This design comes from an exercise in tuning for small area on the open sky130 flow, not from production work. Where RTL was checked, it was by simulation tests only, not by an equivalence proof against the original. Power figures rest on the tool's default switching activity, not on a simulated workload.

==> inputs of run a <==
Design moller_top, start of the top module:
module moller_top #(
    parameter int NUM_CH     = moller_cfg_pkg::NUM_ADC_CH,
    parameter int FIFO_DEPTH = 8                           
)(
    input  logic clk,
    input  logic rst_n,
    input  logic [moller_regs_pkg::APB_ADDR_W-1:0] paddr,
    input  logic                                   psel,
    input  logic                                   penable,
    input  logic                                   pwrite,
    input  logic [moller_regs_pkg::APB_DATA_W-1:0] pwdata,
    output logic [moller_regs_pkg::APB_DATA_W-1:0] prdata,
    output logic                                   pready,
    output logic                                   pslverr,
    input  logic lmk_lock_detect,
    input  logic lmk_holdover,
    input  logic                                       adc_valid,
    input  logic [NUM_CH-1:0][moller_cfg_pkg::SAMPLE_W-1:0] adc_data,
    output logic                                       adc_convert,
    output logic                                       adc_testpat,
    output logic                                       adc_pd_n,
    output logic [moller_cfg_pkg::WORD_W-1:0] stream_data,
    output logic                              stream_last,
    output logic                              stream_valid,
    input  logic                              stream_ready
);
==> module convert_timer, before the edit <==
module convert_timer (
    input  logic                              clk,
    input  logic                              rst_n,
    input  logic [moller_cfg_pkg::RATE_W-1:0] sample_rate,    
    input  logic                              ts_load_lo,     
    input  logic                              ts_load_hi,     
    input  logic [31:0]                       ts_wdata,
    output logic                              adc_convert,
    output logic [moller_cfg_pkg::TS_W-1:0]   convert_ts,
    output logic [moller_cfg_pkg::TS_W-1:0]   ts_cnt        
);
    logic [moller_cfg_pkg::RATE_W-1:0] period_cnt;  
    always_ff @(posedge clk) begin
        if (!rst_n)
            ts_cnt <= '0;                   
        else if (ts_load_lo)
            ts_cnt <= {ts_cnt[63:32], ts_wdata};    
        else if (ts_load_hi)
            ts_cnt <= {ts_wdata, ts_cnt[31:0]};
        else
            ts_cnt <= ts_cnt + 1'b1;
    end
    always_ff @(posedge clk) begin
        if (!rst_n) begin
            period_cnt  <= '0;
            adc_convert <= 1'b0;
        end else if (sample_rate == '0) begin
            period_cnt  <= '0;              
            adc_convert <= 1'b0;
        end else if (period_cnt == '0) begin
            period_cnt  <= sample_rate - 1'b1;
            adc_convert <= 1'b1;
        end else begin
            period_cnt  <= period_cnt - 1'b1;
            adc_convert <= 1'b0;
        end
    end
    always_ff @(posedge clk) begin
        if (adc_convert)
            convert_ts <= ts_cnt;
    end
endmodule
==> module stream_decimator, before the edit <==
module stream_decimator #(
    parameter int NUM_CH = 16
)(
    input  logic clk,
    input  logic rst_n,
    input  logic                                            adc_valid,
    input  logic [NUM_CH-1:0][moller_cfg_pkg::SAMPLE_W-1:0] adc_data,
    input  logic                                  stream_ena,
    input  logic [moller_cfg_pkg::RATE_DIV_W-1:0] rate_div,
    input  logic [moller_cfg_pkg::CH_SEL_W-1:0]   ch0_sel,
    input  logic [moller_cfg_pkg::CH_SEL_W-1:0]   ch1_sel,
    input  logic [moller_cfg_pkg::NSAMP_W-1:0]    num_samples,
    output logic                                take,
    output logic                                take_first,
    output logic                                take_last,
    output logic [moller_cfg_pkg::SAMPLE_W-1:0] take_ch0,
    output logic [moller_cfg_pkg::SAMPLE_W-1:0] take_ch1
);
    logic [moller_cfg_pkg::RATE_DIV_W-1:0] div_cnt;    
    logic [moller_cfg_pkg::NSAMP_W-1:0]    samp_cnt;   
    logic [moller_cfg_pkg::NSAMP_W-1:0]    last_idx;
    assign last_idx   = (num_samples == '0) ? '0 : num_samples - 1'b1;
    assign take_last  = (samp_cnt == last_idx);
    assign take_first = (samp_cnt == '0);
    assign take       = adc_valid & stream_ena & (div_cnt == '0);
    always_ff @(posedge clk) begin
        if (!rst_n || !stream_ena) begin
            div_cnt  <= '0;
            samp_cnt <= '0;
        end else if (adc_valid) begin
            div_cnt <= (div_cnt == '0) ? rate_div : div_cnt - 1'b1;
            if (take)
                samp_cnt <= take_last ? '0 : samp_cnt + 1'b1;
        end
    end
    always_comb begin
        take_ch0 = '0;
        take_ch1 = '0;
        for (int c = 0; c < NUM_CH; c++) begin
            take_ch0 = take_ch0 | ({moller_cfg_pkg::SAMPLE_W{ch0_sel == c}} & adc_data[c]);
            take_ch1 = take_ch1 | ({moller_cfg_pkg::SAMPLE_W{ch1_sel == c}} & adc_data[c]);
        end
    end
endmodule
clock: 8.0 ns
lec_check: 0
cap_margin: 20
core_margin: 2
core_utilization: 40
slew_margin: 20
run.sh (not shown) runs the stock make flow with config.mk's settings and CLKGATE_MAP_FILE= SYNTH_SCRIPT=/design/flow/synth_recipe.tcl, a recipe that flattens the netlist after the stock synthesis.
==> inputs of run b, as changes to run a <==
--- a/flow/config.mk
+++ b/flow/config.mk
@@ -9,3 +9,4 @@
 export CORE_MARGIN = 2
-export CORE_UTILIZATION = 40
+export CORE_UTILIZATION = 60
+export CTS_BUF_LIST = sky130_fd_sc_hd__clkbuf_4 sky130_fd_sc_hd__clkbuf_8
 export SLEW_MARGIN = 20
==> inputs of run c, as changes to run a <==
--- a/flow/design.v
+++ b/flow/design.v
@@ -134,11 +134,17 @@
     logic [moller_cfg_pkg::RATE_W-1:0] period_cnt;  
+    logic [moller_cfg_pkg::TS_W-1:0] tgl;
+    always_comb begin
+        tgl[0] = 1'b1;
+        for (int i = 1; i < moller_cfg_pkg::TS_W; i++)
+            tgl[i] = tgl[i-1] & ts_cnt[i-1];
+    end
     always_ff @(posedge clk) begin
-        if (!rst_n)
-            ts_cnt <= '0;                   
-        else if (ts_load_lo)
-            ts_cnt <= {ts_cnt[63:32], ts_wdata};    
-        else if (ts_load_hi)
-            ts_cnt <= {ts_wdata, ts_cnt[31:0]};
-        else
-            ts_cnt <= ts_cnt + 1'b1;
+        for (int i = 0; i < moller_cfg_pkg::TS_W; i++) begin
+            if (!rst_n)
+                ts_cnt[i] <= 1'b0;          
+            else if (i < 32 ? ts_load_lo : ts_load_hi)
+                ts_cnt[i] <= ts_wdata[i % 32];
+            else if (!ts_load_lo && !ts_load_hi && tgl[i])
+                ts_cnt[i] <= ~ts_cnt[i];    
+        end
     end
@@ -146,9 +152,9 @@
         if (!rst_n) begin
-            period_cnt  <= '0;
+            period_cnt  <= 8'd1;
             adc_convert <= 1'b0;
         end else if (sample_rate == '0) begin
-            period_cnt  <= '0;              
+            period_cnt  <= 8'd1;            
             adc_convert <= 1'b0;
-        end else if (period_cnt == '0) begin
-            period_cnt  <= sample_rate - 1'b1;
+        end else if (period_cnt == 8'd1) begin
+            period_cnt  <= sample_rate;
             adc_convert <= 1'b1;
@@ -185,5 +191,5 @@
     logic [moller_cfg_pkg::NSAMP_W-1:0]    samp_cnt;   
-    logic [moller_cfg_pkg::NSAMP_W-1:0]    last_idx;
-    assign last_idx   = (num_samples == '0) ? '0 : num_samples - 1'b1;
-    assign take_last  = (samp_cnt == last_idx);
+    logic [moller_cfg_pkg::NSAMP_W-1:0]    samp_inc;
+    assign samp_inc   = samp_cnt + 1'b1;
+    assign take_last  = (num_samples == '0) ? (samp_cnt == '0) : (samp_inc == num_samples);
     assign take_first = (samp_cnt == '0);
@@ -197,3 +203,3 @@
             if (take)
-                samp_cnt <= take_last ? '0 : samp_cnt + 1'b1;
+                samp_cnt <= take_last ? '0 : samp_inc;
         end
==> flow/flow/run.sh (new file) <==
#!/bin/bash
# Standard layout (standard.sh: the standard flow's synthesis and ORFS steps) with two changes:
#  - port buffers use the smallest buffer cell (buf_1) instead of the default pick;
#  - clock tree: clkbuf_8 buffers, clusters of at most 15 sinks within 50 um, no dummy loads.
# Each tool's output goes to standard.log in this folder.
cp standard.sh standard_sh_copy.log
export BUFFER_PORTS_ARGS="-buffer_cell sky130_fd_sc_hd__buf_1"
export CTS_ARGS="-sink_clustering_enable -repair_clock_nets -dont_use_dummy_load -buf_list sky130_fd_sc_hd__clkbuf_8 -sink_clustering_size 15 -sink_clustering_max_diameter 50"
bash standard.sh > standard.log 2>&1
rc=$?
tail -20 standard.log
exit $rc
==> flow/standard.sh (new file) <==
#!/bin/bash
# synth_recipe.tcl (not shown) runs the flow's synth.tcl, then flattens the netlist and writes it again
# the make line also repeats each setting of config.mk as NAME=value (left out here)
make -C /OpenROAD-flow-scripts/flow DESIGN_CONFIG=/design/flow/config.mk WORK_HOME=/design/flow/orfs CLKGATE_MAP_FILE= SYNTH_SCRIPT=/design/flow/synth_recipe.tcl "${@:-finish}"
--- a/flow/config.mk
+++ b/flow/config.mk
@@ -9,3 +9,3 @@
 export CORE_MARGIN = 2
-export CORE_UTILIZATION = 40
+export CORE_UTILIZATION = 60
 export SLEW_MARGIN = 20
removed: flow/run.sh
==> inputs of run d, as changes to run a <==
--- a/flow/design.v
+++ b/flow/design.v
@@ -134,11 +134,17 @@
     logic [moller_cfg_pkg::RATE_W-1:0] period_cnt;  
+    logic [moller_cfg_pkg::TS_W-1:0] tgl;
+    always_comb begin
+        tgl[0] = 1'b1;
+        for (int i = 1; i < moller_cfg_pkg::TS_W; i++)
+            tgl[i] = tgl[i-1] & ts_cnt[i-1];
+    end
     always_ff @(posedge clk) begin
-        if (!rst_n)
-            ts_cnt <= '0;                   
-        else if (ts_load_lo)
-            ts_cnt <= {ts_cnt[63:32], ts_wdata};    
-        else if (ts_load_hi)
-            ts_cnt <= {ts_wdata, ts_cnt[31:0]};
-        else
-            ts_cnt <= ts_cnt + 1'b1;
+        for (int i = 0; i < moller_cfg_pkg::TS_W; i++) begin
+            if (!rst_n)
+                ts_cnt[i] <= 1'b0;          
+            else if (i < 32 ? ts_load_lo : ts_load_hi)
+                ts_cnt[i] <= ts_wdata[i % 32];
+            else if (!ts_load_lo && !ts_load_hi && tgl[i])
+                ts_cnt[i] <= ~ts_cnt[i];    
+        end
     end
@@ -185,5 +191,5 @@
     logic [moller_cfg_pkg::NSAMP_W-1:0]    samp_cnt;   
-    logic [moller_cfg_pkg::NSAMP_W-1:0]    last_idx;
-    assign last_idx   = (num_samples == '0) ? '0 : num_samples - 1'b1;
-    assign take_last  = (samp_cnt == last_idx);
+    logic [moller_cfg_pkg::NSAMP_W-1:0]    samp_inc;
+    assign samp_inc   = samp_cnt + 1'b1;
+    assign take_last  = (num_samples == '0) ? (samp_cnt == '0) : (samp_inc == num_samples);
     assign take_first = (samp_cnt == '0);
@@ -197,3 +203,3 @@
             if (take)
-                samp_cnt <= take_last ? '0 : samp_cnt + 1'b1;
+                samp_cnt <= take_last ? '0 : samp_inc;
         end
==> flow/flow/run.sh (new file) <==
#!/bin/bash
# Standard layout, but the port buffers use the smallest buffer cell.
cp standard.sh standard_sh_copy.log
export BUFFER_PORTS_ARGS="-buffer_cell sky130_fd_sc_hd__buf_1"
bash standard.sh > standard.log 2>&1
rc=$?
tail -20 standard.log
exit $rc
==> flow/standard.sh (new file) <==
#!/bin/bash
# synth_recipe.tcl (not shown) runs the flow's synth.tcl, then flattens the netlist and writes it again
# the make line also repeats each setting of config.mk as NAME=value (left out here)
make -C /OpenROAD-flow-scripts/flow DESIGN_CONFIG=/design/flow/config.mk WORK_HOME=/design/flow/orfs CLKGATE_MAP_FILE= SYNTH_SCRIPT=/design/flow/synth_recipe.tcl "${@:-finish}"
removed: flow/run.sh
==> run notes <==
Between run c and run b, the lower critical path depth is in run b (gap 1). Sequential cell count is the same in run d and run c. Against run d, the non-clock buffer count of run a is higher by 5. Of run c and run a, run a has the higher area after synthesis (gap 2.5%, measured against run a). Clock power: run c < run b < run d < run a.
For run a, run b and run d, only the layout was checked, not whether the RTL still works.

==> afterwards: timing with drivers on the ports <==
In the flow no input, the clock included, has a driving cell. The finished layouts below were timed again as built, in two steps. Step 1 (the two cells are an assumption about what drives the block):
set clk [get_ports {clk}]
set_driving_cell -lib_cell sky130_fd_sc_hd__clkbuf_16 $clk
set_driving_cell -lib_cell sky130_fd_sc_hd__buf_2 [delete_from_list [all_inputs] $clk]
Step 2, shift: input delay + t, output delay - t, t = (earliest + latest rising clock arrival at the registers) / 2. This alone moves slack from input paths to output paths. Slacks: no drivers / after step 1 / after step 2; pairs: no drivers / after step 1.
run | t, ns | slack for setup (ns) | worst hold slack (ns)
run a | 0.694 | 1.577 / 1.549 / 1.549 | 0.448 / 0.448 / 0.448
run b | 0.764 | 1.330 / 1.267 / 1.650 | 0.434 / 0.434 / 0.434
run c | 0.714 | 2.251 / 2.228 / 2.105 | 0.441 / 0.441 / 0.441
run d | 0.693 | 2.512 / 2.488 / 2.488 | 0.444 / 0.444 / 0.444
After both steps every run listed still meets setup and hold. The setup slack of run c, which loses most, moves by -0.023 ns with the drivers and by -0.146 ns with both steps.
